Source: an optimization exercise on an open RTL-to-GDS flow (aim: small area). Production flows keep margins and buffers that such runs may drop.
RTL that was checked went through simulation tests only; none was proved equivalent to the original.
Power figures rest on the tool's default switching activity, not on a simulated workload.

==> v37: inputs <==
==> flow/design.v (excerpt) <==
module branch_predictor #(
    parameter int         IDX_W    = 5,
    parameter logic [1:0] CNT_INIT = 2'b01
) (
    input  logic                clk,
    input  logic                rstn,
    input  logic [31:0]         pc_IF,
    output logic                predict_IF,
    output logic [31:0]         pred_target_IF,
    input  logic                record_we,
    input  logic [IDX_W-1:0]    record_pc,
    input  logic [29-IDX_W:0]   record_tag,
    input  logic                record_data,
    input  logic [31:0]         record_target
);
    localparam int DEPTH = 1 << IDX_W;
    localparam int TAG_W = 30 - IDX_W;
    logic             valid  [DEPTH];
    logic [TAG_W-1:0] tag    [DEPTH];
    logic [1:0]       cnt    [DEPTH];
    logic [31:0]      target [DEPTH];
    logic [IDX_W-1:0] lookup_idx;
    logic [TAG_W-1:0] lookup_tag;
    logic             lookup_hit;
    logic             unused_pc_bits;
    logic             upd_hit;
    logic [1:0]       upd_cnt;
    logic [1:0]       cnt_inc;
  ...
==> module branch_predictor, before the edit <==
module branch_predictor #(
    parameter int         IDX_W    = 5,
    parameter logic [1:0] CNT_INIT = 2'b01
) (
    input  logic                clk,
    input  logic                rstn,
    input  logic [31:0]         pc_IF,
    output logic                predict_IF,
    output logic [31:0]         pred_target_IF,
    input  logic                record_we,
    input  logic [IDX_W-1:0]    record_pc,
    input  logic [29-IDX_W:0]   record_tag,
    input  logic                record_data,
    input  logic [31:0]         record_target
);
    localparam int DEPTH = 1 << IDX_W;
    localparam int TAG_W = 30 - IDX_W;
    logic             valid  [DEPTH];
    logic [TAG_W-1:0] tag    [DEPTH];
    logic [1:0]       cnt    [DEPTH];
    logic [31:0]      target [DEPTH];
    logic [IDX_W-1:0] lookup_idx;
    logic [TAG_W-1:0] lookup_tag;
    logic             lookup_hit;
    logic             unused_pc_bits;
    logic             upd_hit;
    logic [1:0]       upd_cnt;
    logic [1:0]       cnt_inc;
    logic [1:0]       cnt_dec;
    assign lookup_idx     = pc_IF[IDX_W+1:2];
    assign lookup_tag     = pc_IF[31:IDX_W+2];
    assign unused_pc_bits = ^pc_IF[1:0];
    assign lookup_hit     = valid[lookup_idx] && (tag[lookup_idx] == lookup_tag);
    assign predict_IF     = lookup_hit && cnt[lookup_idx][1];
    assign pred_target_IF = predict_IF ? target[lookup_idx] : 32'h0;
    assign upd_hit = valid[record_pc] && (tag[record_pc] == record_tag);
    assign upd_cnt = cnt[record_pc];
    assign cnt_inc = (upd_cnt == 2'b11) ? 2'b11 : upd_cnt + 2'b01;
    assign cnt_dec = (upd_cnt == 2'b00) ? 2'b00 : upd_cnt - 2'b01;
    always_ff @(posedge clk or negedge rstn) begin
        if (!rstn) begin
            for (int i = 0; i < DEPTH; i++) begin
                valid[i]  <= 1'b0;
                tag[i]    <= '0;
                cnt[i]    <= CNT_INIT;
                target[i] <= '0;
            end
        end else if (record_we) begin
            if (upd_hit) begin
                if (record_data) begin
                    cnt[record_pc]    <= cnt_inc;
                    target[record_pc] <= record_target;
                end else begin
                    cnt[record_pc]    <= cnt_dec;
                end
            end else if (record_data) begin
                valid[record_pc]  <= 1'b1;
                tag[record_pc]    <= record_tag;
                cnt[record_pc]    <= 2'b10;
                target[record_pc] <= record_target;
            end
        end
    end
endmodule
clock: 8.0 ns
lec_check: 0
cap_margin: 20
core_margin: 2
core_utilization: 40
setup_slack_margin: 0.5
slew_margin: 20
run.sh (not shown) runs the stock make flow with config.mk's settings and CLKGATE_MAP_FILE= SYNTH_SCRIPT=/design/flow/synth_recipe.tcl, a recipe that flattens the netlist after the stock synthesis.
==> inputs of v38, as changes to v37 <==
==> flow/design.v (replaced) <==
`default_nettype none
module branch_predictor (
    input  logic                clk,
    input  logic                rstn,
    input  logic [31:0]         pc_IF,
    output logic                predict_IF,
    output logic [31:0]         pred_target_IF,
    input  logic                record_we,
    input  logic [4:0]          record_pc,
    input  logic [24:0]         record_tag,
    input  logic                record_data,
    input  logic [31:0]         record_target
);
    localparam int DEPTH = 32;
    logic [DEPTH-1:0] c1, c0, t0;
    logic [24:0]      tag [DEPTH];
    logic [31:1]      th  [DEPTH];
    logic [DEPTH-1:0] lsel, rsel;
    logic             l_c1;
    logic [24:0]      l_tag;
    logic [31:0]      l_tgt;
    logic             r_c1, r_c0, r_t0;
    logic [24:0]      r_tag;
    always_comb begin
        l_c1 = 1'b0; l_tag = '0; l_tgt = '0;
        r_c1 = 1'b0; r_c0 = 1'b0; r_t0 = 1'b0; r_tag = '0;
        for (int i = 0; i < DEPTH; i++) begin
            lsel[i] = (pc_IF[6:2] == i[4:0]);
            rsel[i] = (record_pc == i[4:0]);
            l_c1  = l_c1  | (lsel[i] & c1[i]);
            l_tag = l_tag | ({25{lsel[i]}} & tag[i]);
            l_tgt = l_tgt | ({32{lsel[i]}} & {th[i], t0[i]});
            r_c1  = r_c1  | (rsel[i] & c1[i]);
            r_c0  = r_c0  | (rsel[i] & c0[i]);
            r_t0  = r_t0  | (rsel[i] & t0[i]);
            r_tag = r_tag | ({25{rsel[i]}} & tag[i]);
        end
    end
    logic lhit;
    assign lhit           = l_c1 && (l_tag == pc_IF[31:7]);
    assign predict_IF     = lhit;
    assign pred_target_IF = lhit ? l_tgt : 32'h0;
    logic r_hit;
    logic n_c1, n_c0, n_t0;
    assign r_hit = (r_c1 | r_t0) && (r_tag == record_tag);
    always_comb begin
        n_c1 = r_c1; n_c0 = r_c0; n_t0 = r_t0;
        if (record_data) begin
            if (r_hit) begin
                n_c1 = r_c1 | r_c0;
                n_c0 = r_c1 | ~r_c0;
            end else begin
                n_c1 = 1'b1;
                n_c0 = 1'b0;
            end
            n_t0 = n_c1 ? record_target[0] : 1'b1;
        end else if (r_hit) begin
            n_c1 = r_c1 & r_c0;
            n_c0 = r_c1 & ~r_c0;
            n_t0 = n_c1 ? r_t0 : 1'b1;
        end
    end
    always_ff @(posedge clk or negedge rstn) begin
        if (!rstn) begin
            c1 <= '0;
            t0 <= '0;
        end else if (record_we) begin
            c1[record_pc] <= n_c1;
            t0[record_pc] <= n_t0;
        end
    end
    always_ff @(posedge clk) begin
        if (record_we) begin
            c0[record_pc] <= n_c0;
            if (record_data) begin
                tag[record_pc] <= record_tag;
                th[record_pc]  <= record_target[31:1];
            end
        end
    end
endmodule
`default_nettype wire
==> comparison table <==
item	v37	v38
Final worst-path cycle share	95.4%	97.9%
Fraction of the mapped netlist area in compound gates	11.3%	14.7%
Outcome	complete, no violations	complete, no violations
Flop pwr share	46.5%	50.9%
Power density over cell area	228 nW/µm²	232 nW/µm²
Flop+latch power	0.0121 W	0.0112 W
Met3 routed WL	69800 µm	54800 µm
Rows	179	161
Fraction of registers with async set/reset	100%	3.39%
Core area	238000 µm²	192000 µm²
CTS Buf Count	209	197
Most used standard cell by instance count after synthesis	sky130_fd_sc_hd__nand2_1	sky130_fd_sc_hd__edfxtp_1
Post-synthesis xor/xnor area fraction	0.265%	0.489%
Launching instance or port of the critical path	pc_IF[4]	pc_IF[5]
Sink Count	1920	1888
Starting density of the core	40.3%	40.1%
Total number of vias	87223	60106
Cells after DPL	12203	7885
Met3 Track Usage GR	13.4%	11.0%
Worst skew pair latency	0.94 ns	0.90 ns
Number of cells on the worst reg-to-reg path	13	11
FF-to-FF End	tag[1][16]	c0[31]
Function not checked in v38: the RTL went through the layout flow alone.

port drivers added, routing unchanged:
Ports are ideal in the flow. The routed layouts listed here were re-timed in OpenROAD.
Step 1 (the two cells are an assumption about what drives the block):
set clk [get_ports {clk}]
set_driving_cell -lib_cell sky130_fd_sc_hd__clkbuf_16 $clk
set_driving_cell -lib_cell sky130_fd_sc_hd__buf_2 [delete_from_list [all_inputs] $clk]
Step 2, shift: input delay + t, output delay - t, t = (earliest + latest rising clock arrival at the registers) / 2. This alone moves slack from input paths to output paths.
Slacks: ideal ports / drivers / drivers and shift; pairs: ideal ports / drivers.
run | t, ns | setup WS [ns] | hold WS [ns] | worst setup path after step 2
v37 | 0.994 | 0.368 / 0.324 / 0.324 | 0.476 / 0.476 / 0.476 | input to output
v38 | 0.940 | 0.167 / 0.115 / 0.064 | 0.537 / 0.537 / 0.537 | input to register
After both steps setup and hold are still met in every run listed. For v38, which loses most, drivers alone change the setup slack by -0.052 ns; drivers and shift together by -0.103 ns.
